Context: an optimization exercise on an open-source flow, tuned for small area, a short achievable clock period and few clock cycles per item. The choices shown serve that exercise and are no tape-out recipe. At most, simulation tests tie the RTL to the original design; equivalence was not proved. No activity file was given, so power comes from the tool's default toggle rates.

## motion_standby_decider
module motion_standby_decider #(
   parameter int TIME_BITS  = 32,
   parameter int ACCEL_BITS = 16
) (
   input  logic                                 clock,
   input  logic                                 reset,
   input  logic                                 csr_wr_en,
   input  logic [msd_pkg::CSR_INDEX_BITS-1:0]   csr_index,
   input  logic [msd_pkg::CSR_DATA_BITS-1:0]    csr_wr_data,
   input  logic                                 req_valid,
   output logic                                 req_stall,
   input  logic [1:0]                           req_kind,
   input  logic [TIME_BITS-1:0]                 req_now_ms,
   input  logic [1:0]                           req_screen_context,
   input  logic [1:0]                           req_flat_class,
   input  logic signed [ACCEL_BITS-1:0]         req_accel_x,
   input  logic signed [ACCEL_BITS-1:0]         req_accel_y,
   input  logic signed [ACCEL_BITS-1:0]         req_accel_z,
   output logic                                 rsp_valid,
   input  logic                                 rsp_stall,
   output logic [1:0]                           rsp_verdict,
   output logic                                 rsp_screen_off,
   output logic                                 rsp_standby_now,
   output logic                                 rsp_wake_allowed
);
Size: roughly 3300 cells after synthesis, ~370 flip-flops, about 23000 µm² of cells after synthesis.
export LEC_CHECK = 0
export CAP_MARGIN = 20
export CORE_MARGIN = 2
export CORE_UTILIZATION = 40
export SLEW_MARGIN = 20
create_clock -name core_clock -period 16.0 [get_ports {clock}]
standard.sh (not shown) runs the stock make flow with config.mk's settings and CLKGATE_MAP_FILE= SYNTH_SCRIPT=/design/flow/synth_recipe.tcl, a recipe that flattens the netlist after the stock synthesis.
==> flow/flow/run.sh <==
#!/bin/bash
# Standard layout with these changes:
# - synthesis maps the logic with flow/abc_delay.script (ABC delay target 4500 ps) through
#   flow/my_synth.tcl, and leaves adders to ABC (no full-adder cell extraction), so ABC
#   sees whole arithmetic paths; registers are untouched;
# - port buffers are plain buf_1 cells;
# - timing repair aims at a setup margin (slack to keep in reserve) of 11 ns;
# - the clock tree uses clkbuf_8 cells over clusters of up to 12 registers, without dummy loads.
set -euo pipefail
export MY_ABC_SCRIPT=$PWD/flow/abc_delay.script
export BUFFER_PORTS_ARGS="-buffer_cell sky130_fd_sc_hd__buf_1"
export CTS_ARGS="-sink_clustering_enable -repair_clock_nets -dont_use_dummy_load -buf_list sky130_fd_sc_hd__clkbuf_8 -sink_clustering_size 12 -sink_clustering_max_diameter 50"
bash standard.sh SYNTH_SCRIPT=$PWD/flow/my_synth.tcl ADDER_MAP_FILE= SETUP_SLACK_MARGIN=11 finish > make_finish.log 2>&1
==> flow/flow/abc_delay.script <==
strash
dch
map -D 4500 -B 0.9
topo
stime -c
buffer -c
upsize -c -D 4500
dnsize -c -D 4500
==> flow/flow/my_synth.tcl <==
proc synth {args} { yosys synth -nofsm -noshare {*}$args }
# technology mapping with this flow's own ABC script (MY_ABC_SCRIPT) in place of ORFS's
proc abc {args} {
  set i [lsearch -exact $args -script]
  if {$i >= 0 && [info exists ::env(MY_ABC_SCRIPT)]} {
    set args [lreplace $args [expr {$i + 1}] [expr {$i + 1}] $::env(MY_ABC_SCRIPT)]
  }
  yosys abc {*}$args
}
source $::env(SCRIPTS_DIR)/synth.tcl
# left out here: clear keep_hierarchy, flatten, clean up, hide names made inside functions, write 1_2_yosys.v
Testbench counts at the start, summed over its fixed seeds: cycles 24,016, items 24,000.
Change:
==> flow/run.sh (new file) <==
#!/bin/bash
# synth_recipe.tcl (not shown) runs the flow's synth.tcl, then flattens the netlist and writes it again
# the make line also repeats each setting of config.mk as NAME=value (left out here)
make -C /OpenROAD-flow-scripts/flow DESIGN_CONFIG=/design/flow/config.mk WORK_HOME=/design/flow/orfs CLKGATE_MAP_FILE= SYNTH_SCRIPT=/design/flow/synth_recipe.tcl finish
removed: flow/flow/run.sh
removed: flow/flow/abc_delay.script
removed: flow/flow/my_synth.tcl
removed: flow/standard.sh
The new run produced a clean layout. Design area came out lower by 6.7%. Area after synthesis came out lower by 9.7%. Utilization came out higher by 1.4 points.
Change:
==> flow/flow/run.sh (new file) <==
#!/bin/bash
# Standard layout with these changes:
# - synthesis maps the logic with flow/abc_delay.script (ABC delay target 3000 ps) through
#   flow/my_synth.tcl, and leaves adders to ABC (no full-adder cell extraction), so ABC
#   sees whole arithmetic paths; registers are untouched;
# - port buffers are plain buf_1 cells;
# - timing repair aims at a setup margin (slack to keep in reserve) of 11 ns;
# - the clock tree uses clkbuf_8 cells over clusters of up to 12 registers, without dummy loads.
set -euo pipefail
export MY_ABC_SCRIPT=$PWD/flow/abc_delay.script
export BUFFER_PORTS_ARGS="-buffer_cell sky130_fd_sc_hd__buf_1"
export CTS_ARGS="-sink_clustering_enable -repair_clock_nets -dont_use_dummy_load -buf_list sky130_fd_sc_hd__clkbuf_8 -sink_clustering_size 12 -sink_clustering_max_diameter 50"
bash standard.sh SYNTH_SCRIPT=$PWD/flow/my_synth.tcl ADDER_MAP_FILE= SETUP_SLACK_MARGIN=11 finish > make_finish.log 2>&1
==> flow/flow/abc_delay.script (new file) <==
strash
dch
map -D 3000 -B 0.9
topo
stime -c
buffer -c
upsize -c -D 3000
dnsize -c -D 3000
==> flow/flow/my_synth.tcl (new file) <==
proc synth {args} { yosys synth -nofsm -noshare {*}$args }
# technology mapping with this flow's own ABC script (MY_ABC_SCRIPT) in place of ORFS's
proc abc {args} {
  set i [lsearch -exact $args -script]
  if {$i >= 0 && [info exists ::env(MY_ABC_SCRIPT)]} {
    set args [lreplace $args [expr {$i + 1}] [expr {$i + 1}] $::env(MY_ABC_SCRIPT)]
  }
  yosys abc {*}$args
}
source $::env(SCRIPTS_DIR)/synth.tcl
# left out here: clear keep_hierarchy, flatten, clean up, hide names made inside functions, write 1_2_yosys.v
==> flow/standard.sh (new file) <==
#!/bin/bash
# synth_recipe.tcl (not shown) runs the flow's synth.tcl, then flattens the netlist and writes it again
# the make line also repeats each setting of config.mk as NAME=value (left out here)
make -C /OpenROAD-flow-scripts/flow DESIGN_CONFIG=/design/flow/config.mk WORK_HOME=/design/flow/orfs CLKGATE_MAP_FILE= SYNTH_SCRIPT=/design/flow/synth_recipe.tcl "${@:-finish}"
removed: flow/run.sh
=>
- worst setup slack is better by 2.8 ns
- via count came out higher by 56%
- fmax came out higher by 61%
- wire length came out higher by 27%
- die area came out higher by 15%
- global-route usage came out higher by 1.4 points
- first-iteration DRC count came out higher by 50%
- sequential cell count does not change
- clock power came out lower by 37%
- total power came out lower by 12%
- synthesized cell count came out higher by 90%


motion_standby_decider again, from the RTL that the note above started with.
export LEC_CHECK = 0
export CAP_MARGIN = 20
export CORE_MARGIN = 2
export CORE_UTILIZATION = 40
export SLEW_MARGIN = 20
create_clock -name core_clock -period 16.0 [get_ports {clock}]
==> flow/flow/run.sh <==
#!/bin/bash
# Standard layout with: port buffers as plain buf_1 cells; timing repair aimed at a
# setup margin (slack to keep in reserve) of 10.5 ns; a clock tree of clkbuf_8 cells
# over clusters of up to 12 registers, without dummy loads; adders left to ABC (no full-adder cell extraction).
set -euo pipefail
export BUFFER_PORTS_ARGS="-buffer_cell sky130_fd_sc_hd__buf_1"
export CTS_ARGS="-sink_clustering_enable -repair_clock_nets -dont_use_dummy_load -buf_list sky130_fd_sc_hd__clkbuf_8 -sink_clustering_size 12 -sink_clustering_max_diameter 50"
bash standard.sh SETUP_SLACK_MARGIN=10.5 ADDER_MAP_FILE= finish > make_finish.log 2>&1
The starting point completed with no timing, DRC or antenna violations.
Testbench counts at the start, summed over its fixed seeds: cycles 24,016, items 24,000.
Change:
==> flow/flow/run.sh (replaced) <==
#!/bin/bash
# Standard layout with the port buffers as plain buf_1 cells and timing repair aimed
# at a setup margin (slack to keep in reserve) of 11.5 ns.
set -euo pipefail
export BUFFER_PORTS_ARGS="-buffer_cell sky130_fd_sc_hd__buf_1"
bash standard.sh SETUP_SLACK_MARGIN=11.5 finish > make_finish.log 2>&1
- CTS_BUF_LIST: default -> sky130_fd_sc_hd__clkbuf_8
- CTS_CLUSTER_DIAMETER: default -> 60
- CTS_CLUSTER_SIZE: default -> 30
The new run produced a clean layout.
Routed wire length decreases by about a fifth.
Design area decreases by a little under a tenth.
Global-route usage decreases by 1.6 points.
Change:
- CTS_BUF_LIST: sky130_fd_sc_hd__clkbuf_8 -> default
- CTS_CLUSTER_DIAMETER: 60 -> default
- CTS_CLUSTER_SIZE: 30 -> default
Effect: The new run completed without violations. Die area stays the same. Clock power goes up by 52%. Via count goes up by 0.79%. Routed wire length hardly moves. Area after synthesis is unchanged.
Change:
==> flow/flow/run.sh (replaced) <==
#!/bin/bash
# Standard layout with: port buffers as plain buf_1 cells; timing repair aimed at a
# setup margin (slack to keep in reserve) of 11.5 ns; a clock tree of clkbuf_8 cells
# over clusters of up to 12 registers, without dummy loads.
set -euo pipefail
export BUFFER_PORTS_ARGS="-buffer_cell sky130_fd_sc_hd__buf_1"
export CTS_ARGS="-sink_clustering_enable -repair_clock_nets -dont_use_dummy_load -buf_list sky130_fd_sc_hd__clkbuf_8 -sink_clustering_size 12 -sink_clustering_max_diameter 50"
bash standard.sh SETUP_SLACK_MARGIN=11.5 finish > make_finish.log 2>&1
Outcome: The changed run ran to the end with no violations. Via count fell by about 0.6%. Cell count fell by 1.2%. Clock power fell by 43%. Global-route usage rose by 0.18 points.
Change:
==> flow/flow/run.sh (replaced) <==
#!/bin/bash
# Standard layout with the port buffers as plain buf_1 cells and timing repair aimed
# at a setup margin (slack to keep in reserve) of 11.5 ns.
set -euo pipefail
export BUFFER_PORTS_ARGS="-buffer_cell sky130_fd_sc_hd__buf_1"
bash standard.sh SETUP_SLACK_MARGIN=11.5 finish > make_finish.log 2>&1
- CTS_BUF_LIST: default -> sky130_fd_sc_hd__clkbuf_4
- The new run produced a clean layout
- worst hold slack got worse by 0.0034 ns
- sequential cell count stays the same
- wire length rises by 1.9%
- count of clock-buffer cells in the layout went up by 110
- utilization increases by 1.3 points


== run A ==
Another version of the RTL of motion_standby_decider (not shown whole).
Size: ~130 I/O pins.
Settings: LEC_CHECK=0, CAP_MARGIN=20, CORE_MARGIN=2, CORE_UTILIZATION=60, SLEW_MARGIN=20; clock period 16.0 ns.
==> flow/flow/run.sh <==
#!/bin/bash
# Standard layout with these changes:
# - synthesis maps the logic with flow/abc_delay.script (ABC delay target 3000 ps) through
#   flow/my_synth.tcl, and leaves adders to ABC (no full-adder cell extraction), so ABC
#   sees whole arithmetic paths; registers are untouched;
# - port buffers are plain buf_1 cells;
# - timing repair aims at a setup margin (slack to keep in reserve) of 11 ns;
# - the clock tree uses clkbuf_8 cells over clusters of up to 12 registers, without dummy loads.
set -euo pipefail
export MY_ABC_SCRIPT=$PWD/flow/abc_delay.script
export BUFFER_PORTS_ARGS="-buffer_cell sky130_fd_sc_hd__buf_1"
export CTS_ARGS="-sink_clustering_enable -repair_clock_nets -dont_use_dummy_load -buf_list sky130_fd_sc_hd__clkbuf_8 -sink_clustering_size 12 -sink_clustering_max_diameter 50"
bash standard.sh SYNTH_SCRIPT=$PWD/flow/my_synth.tcl ADDER_MAP_FILE= SETUP_SLACK_MARGIN=11 finish > make_finish.log 2>&1
==> flow/flow/abc_delay.script <==
strash
dch
map -D 3000 -B 0.9
topo
stime -c
buffer -c
upsize -c -D 3000
dnsize -c -D 3000
==> flow/flow/my_synth.tcl <==
proc synth {args} { yosys synth -nofsm -noshare {*}$args }
# technology mapping with this flow's own ABC script (MY_ABC_SCRIPT) in place of ORFS's
proc abc {args} {
  set i [lsearch -exact $args -script]
  if {$i >= 0 && [info exists ::env(MY_ABC_SCRIPT)]} {
    set args [lreplace $args [expr {$i + 1}] [expr {$i + 1}] $::env(MY_ABC_SCRIPT)]
  }
  yosys abc {*}$args
}
source $::env(SCRIPTS_DIR)/synth.tcl
# left out here: clear keep_hierarchy, flatten, clean up, hide names made inside functions, write 1_2_yosys.v
Run A: done, clean on timing, DRC and antenna
Edits applied to the flow inputs when going from run A to run B:
- a change of CORE_UTILIZATION from 60 to 40
diff --git a/flow/flow/run.sh b/flow/flow/run.sh
--- a/flow/flow/run.sh
+++ b/flow/flow/run.sh
@@ -7 +7 @@
-# - timing repair aims at a setup margin (slack to keep in reserve) of 11 ns;
+# - timing repair aims at a setup margin (slack to keep in reserve) of 11.6 ns;
@@ -13 +13 @@
-bash standard.sh SYNTH_SCRIPT=$PWD/flow/my_synth.tcl ADDER_MAP_FILE= SETUP_SLACK_MARGIN=11 finish > make_finish.log 2>&1
+bash standard.sh SYNTH_SCRIPT=$PWD/flow/my_synth.tcl ADDER_MAP_FILE= SETUP_SLACK_MARGIN=11.6 finish > make_finish.log 2>&1
--- outcome ---
Run B was carried through to the last stage, and its layout satisfied the timing, DRC and antenna checks.
Reported for run A and run B, total nets after synthesis turned out identical to the last digit.
From run A to run B the numbers moved as follows: count of inserted tapcells shows an increase of 60%; total of plain and repair buffers excluding clock buffers saw an increase; share of cells above drive strength 1 rose by 7.4 points; first-pass GRT wire length grew by about 1.8%.
Of the two values seen for launching element of the worst setup path, ref_x_ff[13]$_DFFE_PP_ was produced by run B and reset by run A.
Combinational fraction of design power for run B: 1.7 points up relative to run A
Here is what was changed in the inputs of run C compared with run B.
diff --git a/flow/flow/run.sh b/flow/flow/run.sh
--- a/flow/flow/run.sh
+++ b/flow/flow/run.sh
@@ -7 +7 @@
-# - timing repair aims at a setup margin (slack to keep in reserve) of 11.6 ns;
+# - timing repair aims at a setup margin (slack to keep in reserve) of 11 ns;
@@ -13 +13 @@
-bash standard.sh SYNTH_SCRIPT=$PWD/flow/my_synth.tcl ADDER_MAP_FILE= SETUP_SLACK_MARGIN=11.6 finish > make_finish.log 2>&1
+bash standard.sh SYNTH_SCRIPT=$PWD/flow/my_synth.tcl ADDER_MAP_FILE= SETUP_SLACK_MARGIN=11 finish > make_finish.log 2>&1
Findings:
The lower share of post-route cells with drive strength above 1 came out of run C. Measured against each other, run C and run B differ in first-pass GRT wire length, the lower figure coming from run C. Changes observed in run C relative to run B: post-route worst setup slack lost 0.54 ns, total power of the final layout lost about 2.8%. Looking at cell count, run C sits 73 below run B.
The following lists how run D was set up differently from run C:
- CORE_UTILIZATION now 60, was 40
diff --git a/flow/flow/run.sh b/flow/flow/run.sh
--- a/flow/flow/run.sh
+++ b/flow/flow/run.sh
@@ -7 +7 @@
-# - timing repair aims at a setup margin (slack to keep in reserve) of 11 ns;
+# - timing repair aims at a setup margin (slack to keep in reserve) of 11.3 ns;
@@ -13 +13 @@
-bash standard.sh SYNTH_SCRIPT=$PWD/flow/my_synth.tcl ADDER_MAP_FILE= SETUP_SLACK_MARGIN=11 finish > make_finish.log 2>&1
+bash standard.sh SYNTH_SCRIPT=$PWD/flow/my_synth.tcl ADDER_MAP_FILE= SETUP_SLACK_MARGIN=11.3 finish > make_finish.log 2>&1
Notes after the runs:
Run D does worse than run C on design area.
The final clock period utilization by the worst path of run D is lower than that of run C.
Diff run D and run C: reported net switching power higher in run D
Comparing run D and run C, final core utilization is higher on run D.
No functional check of the RTL was part of any run of this note.


motion_standby_decider, a different RTL version from the one above (not shown whole).
For scale: roughly 370 flip-flops, roughly 130 I/O pins, roughly 0.021 mm^2 of cells after synthesis.
Settings: LEC_CHECK=0, CAP_MARGIN=20, CORE_MARGIN=2, CORE_UTILIZATION=60, SLEW_MARGIN=20; clock period 16.0 ns.
==> flow/flow/run.sh <==
#!/bin/bash
# Standard layout with these changes:
# - synthesis maps the logic with flow/abc_delay.script (ABC delay target 3000 ps) through
#   flow/my_synth.tcl, and leaves adders to ABC (no full-adder cell extraction), so ABC
#   sees whole arithmetic paths; registers are untouched;
# - port buffers are plain buf_1 cells;
# - timing repair aims at a setup margin (slack to keep in reserve) of 11.6 ns;
# - the clock tree uses clkbuf_8 cells over clusters of up to 12 registers, without dummy loads.
set -euo pipefail
export MY_ABC_SCRIPT=$PWD/flow/abc_delay.script
export BUFFER_PORTS_ARGS="-buffer_cell sky130_fd_sc_hd__buf_1"
export CTS_ARGS="-sink_clustering_enable -repair_clock_nets -dont_use_dummy_load -buf_list sky130_fd_sc_hd__clkbuf_8 -sink_clustering_size 12 -sink_clustering_max_diameter 50"
bash standard.sh SYNTH_SCRIPT=$PWD/flow/my_synth.tcl ADDER_MAP_FILE= SETUP_SLACK_MARGIN=11.6 finish > make_finish.log 2>&1
==> flow/flow/abc_delay.script <==
strash
dch
map -D 3000
topo
stime -c
buffer -c
upsize -c
dnsize -c
Scripts as last shown in full above: flow/flow/my_synth.tcl
Testbench counts at the start, summed over its fixed seeds: cycles 24,016, items 24,000.
Rerun with:
--- a/flow/flow/run.sh
+++ b/flow/flow/run.sh
@@ -2,3 +2,3 @@
 # Standard layout with these changes:
-# - synthesis maps the logic with flow/abc_delay.script (ABC delay target 3000 ps) through
+# - synthesis maps the logic with flow/abc_delay.script (ABC delay target 2500 ps) through
 #   flow/my_synth.tcl, and leaves adders to ABC (no full-adder cell extraction), so ABC
==> flow/flow/abc_delay.script (replaced) <==
strash
dch
map -D 2500
topo
stime -c
buffer -c
upsize -c
dnsize -c
=>
- power rose by 2.9%
- final cell count increases by 16%
- worst setup slack improves by 250 ps
Rerun with:
--- a/flow/flow/run.sh
+++ b/flow/flow/run.sh
@@ -2,3 +2,3 @@
 # Standard layout with these changes:
-# - synthesis maps the logic with flow/abc_delay.script (ABC delay target 2500 ps) through
+# - synthesis maps the logic with flow/abc_delay.script (ABC delay target 3000 ps) through
 #   flow/my_synth.tcl, and leaves adders to ABC (no full-adder cell extraction), so ABC
==> flow/flow/abc_delay.script (replaced) <==
strash
dch
map -D 3000 -B 0.9
topo
stime -c
buffer -c
upsize -c -D 3000
dnsize -c -D 3000
--- a/flow/config.mk
+++ b/flow/config.mk
@@ -9,3 +9,4 @@
 export CORE_MARGIN = 2
-export CORE_UTILIZATION = 60
+export CORE_UTILIZATION = 70
+export GPL_TIMING_DRIVEN = 1
 export SLEW_MARGIN = 20
Result: The changed run went through all stages and came out clean. Final area drops by 8.9%. Wire length decreases by 6.0%. Clock power increases by about 2%. Sequential share of layout area is higher by 3.5 points. Final cell count does not change. Worst hold slack degrades by 8.9 ps. Synthesized cell count rose by 6.4%.
Rerun with:
--- a/flow/config.mk
+++ b/flow/config.mk
@@ -9,4 +9,4 @@
 export CORE_MARGIN = 2
-export CORE_UTILIZATION = 70
-export GPL_TIMING_DRIVEN = 1
+export CORE_UTILIZATION = 60
 export SLEW_MARGIN = 20
+export TNS_END_PERCENT = 5
Non-clock buffer count rises by 3.
Wire length falls by a few percent.
Total power fell slightly.
Die area rises by about a fifth.
Clock power shrinks slightly.
Sequential cell count does not change.
Worst setup slack got worse by 12 ps.
Utilization falls by 12 points.
Via count went down by a few percent.
Sequential share of layout area is lower by 0.29 points.
Register-to-register slack gets better by 40 ps.

[re-timing with driven ports]
The results above use ideal ports. As a check the final layouts listed here were re-extracted and re-timed, cells and wires unchanged.
Step 1 assumes that a clkbuf_16 drives the clock port and a buf_2 every other input.
Step 2 times the ports against the registers' clock, not the clock port: input delays grow and output delays shrink by t, the midpoint of the rising clock arrivals with the driver on.
Three values: ideal ports, drivers, drivers and shift; two values: the first two.
| run | t, ns | slack for setup (ns) | hold slack, ns | worst setup path after step 2 | latest minus earliest clock arrival (ns) |
|---|---|---|---|---|---|
| the first run of note 1 | 0.668 | 11.296 / 11.296 / 10.796 | 0.441 / 0.441 / 0.441 | input to register | 0.076 / 0.076 |
| the second run of note 1 | 0.619 | 8.571 / 8.571 / 8.571 | 0.442 / 0.442 / 0.442 | register to register | 0.022 / 0.022 |
| the third run of note 1 | 0.692 | 11.372 / 11.372 / 10.915 | 0.407 / 0.407 / 0.407 | input to register | 0.125 / 0.125 |
| the first run of note 2 | 0.677 | 9.994 / 9.994 / 9.994 | 0.476 / 0.476 / 0.476 | register to register | 0.112 / 0.112 |
| the second run of note 2 | 0.684 | 9.500 / 9.500 / 9.500 | 0.446 / 0.446 / 0.446 | register to register | 0.051 / 0.050 |
| the third run of note 2 | 0.612 | 9.850 / 9.850 / 9.850 | 0.433 / 0.433 / 0.433 | register to register | 0.024 / 0.024 |
| the fourth run of note 2 | 0.672 | 9.877 / 9.877 / 9.877 | 0.435 / 0.435 / 0.435 | register to register | 0.051 / 0.050 |
| the fifth run of note 2 | 0.881 | 9.688 / 9.688 / 9.688 | 0.432 / 0.432 / 0.432 | register to register | 0.079 / 0.080 |
| run A | 0.671 | 11.278 / 11.304 / 10.633 | 0.452 / 0.452 / 0.452 | input to register | 0.103 / 0.103 |
| run B | 0.672 | 11.660 / 11.609 / 11.019 | 0.430 / 0.430 / 0.430 | input to register | 0.115 / 0.115 |
| run C | 0.677 | 11.123 / 11.154 / 10.477 | 0.412 / 0.412 / 0.412 | input to register | 0.107 / 0.108 |
| run D | 0.670 | 11.516 / 11.516 / 10.908 | 0.454 / 0.454 / 0.454 | input to register | 0.102 / 0.103 |
| the first run of note 4 | 0.663 | 11.165 / 11.165 / 11.094 | 0.434 / 0.434 / 0.434 | input to register | 0.075 / 0.074 |
| the second run of note 4 | 0.662 | 11.412 / 11.412 / 11.070 | 0.453 / 0.453 / 0.453 | input to register | 0.064 / 0.063 |
| the third run of note 4 | 0.670 | 11.641 / 11.598 / 11.049 | 0.444 / 0.444 / 0.444 | input to register | 0.120 / 0.120 |
| the fourth run of note 4 | 0.664 | 11.630 / 11.587 / 10.990 | 0.441 / 0.441 / 0.441 | input to register | 0.114 / 0.114 |
After both steps every run listed still meets setup and hold. The setup slack of run C, which loses most, moves by +0.031 ns with the drivers and by -0.646 ns with both steps.
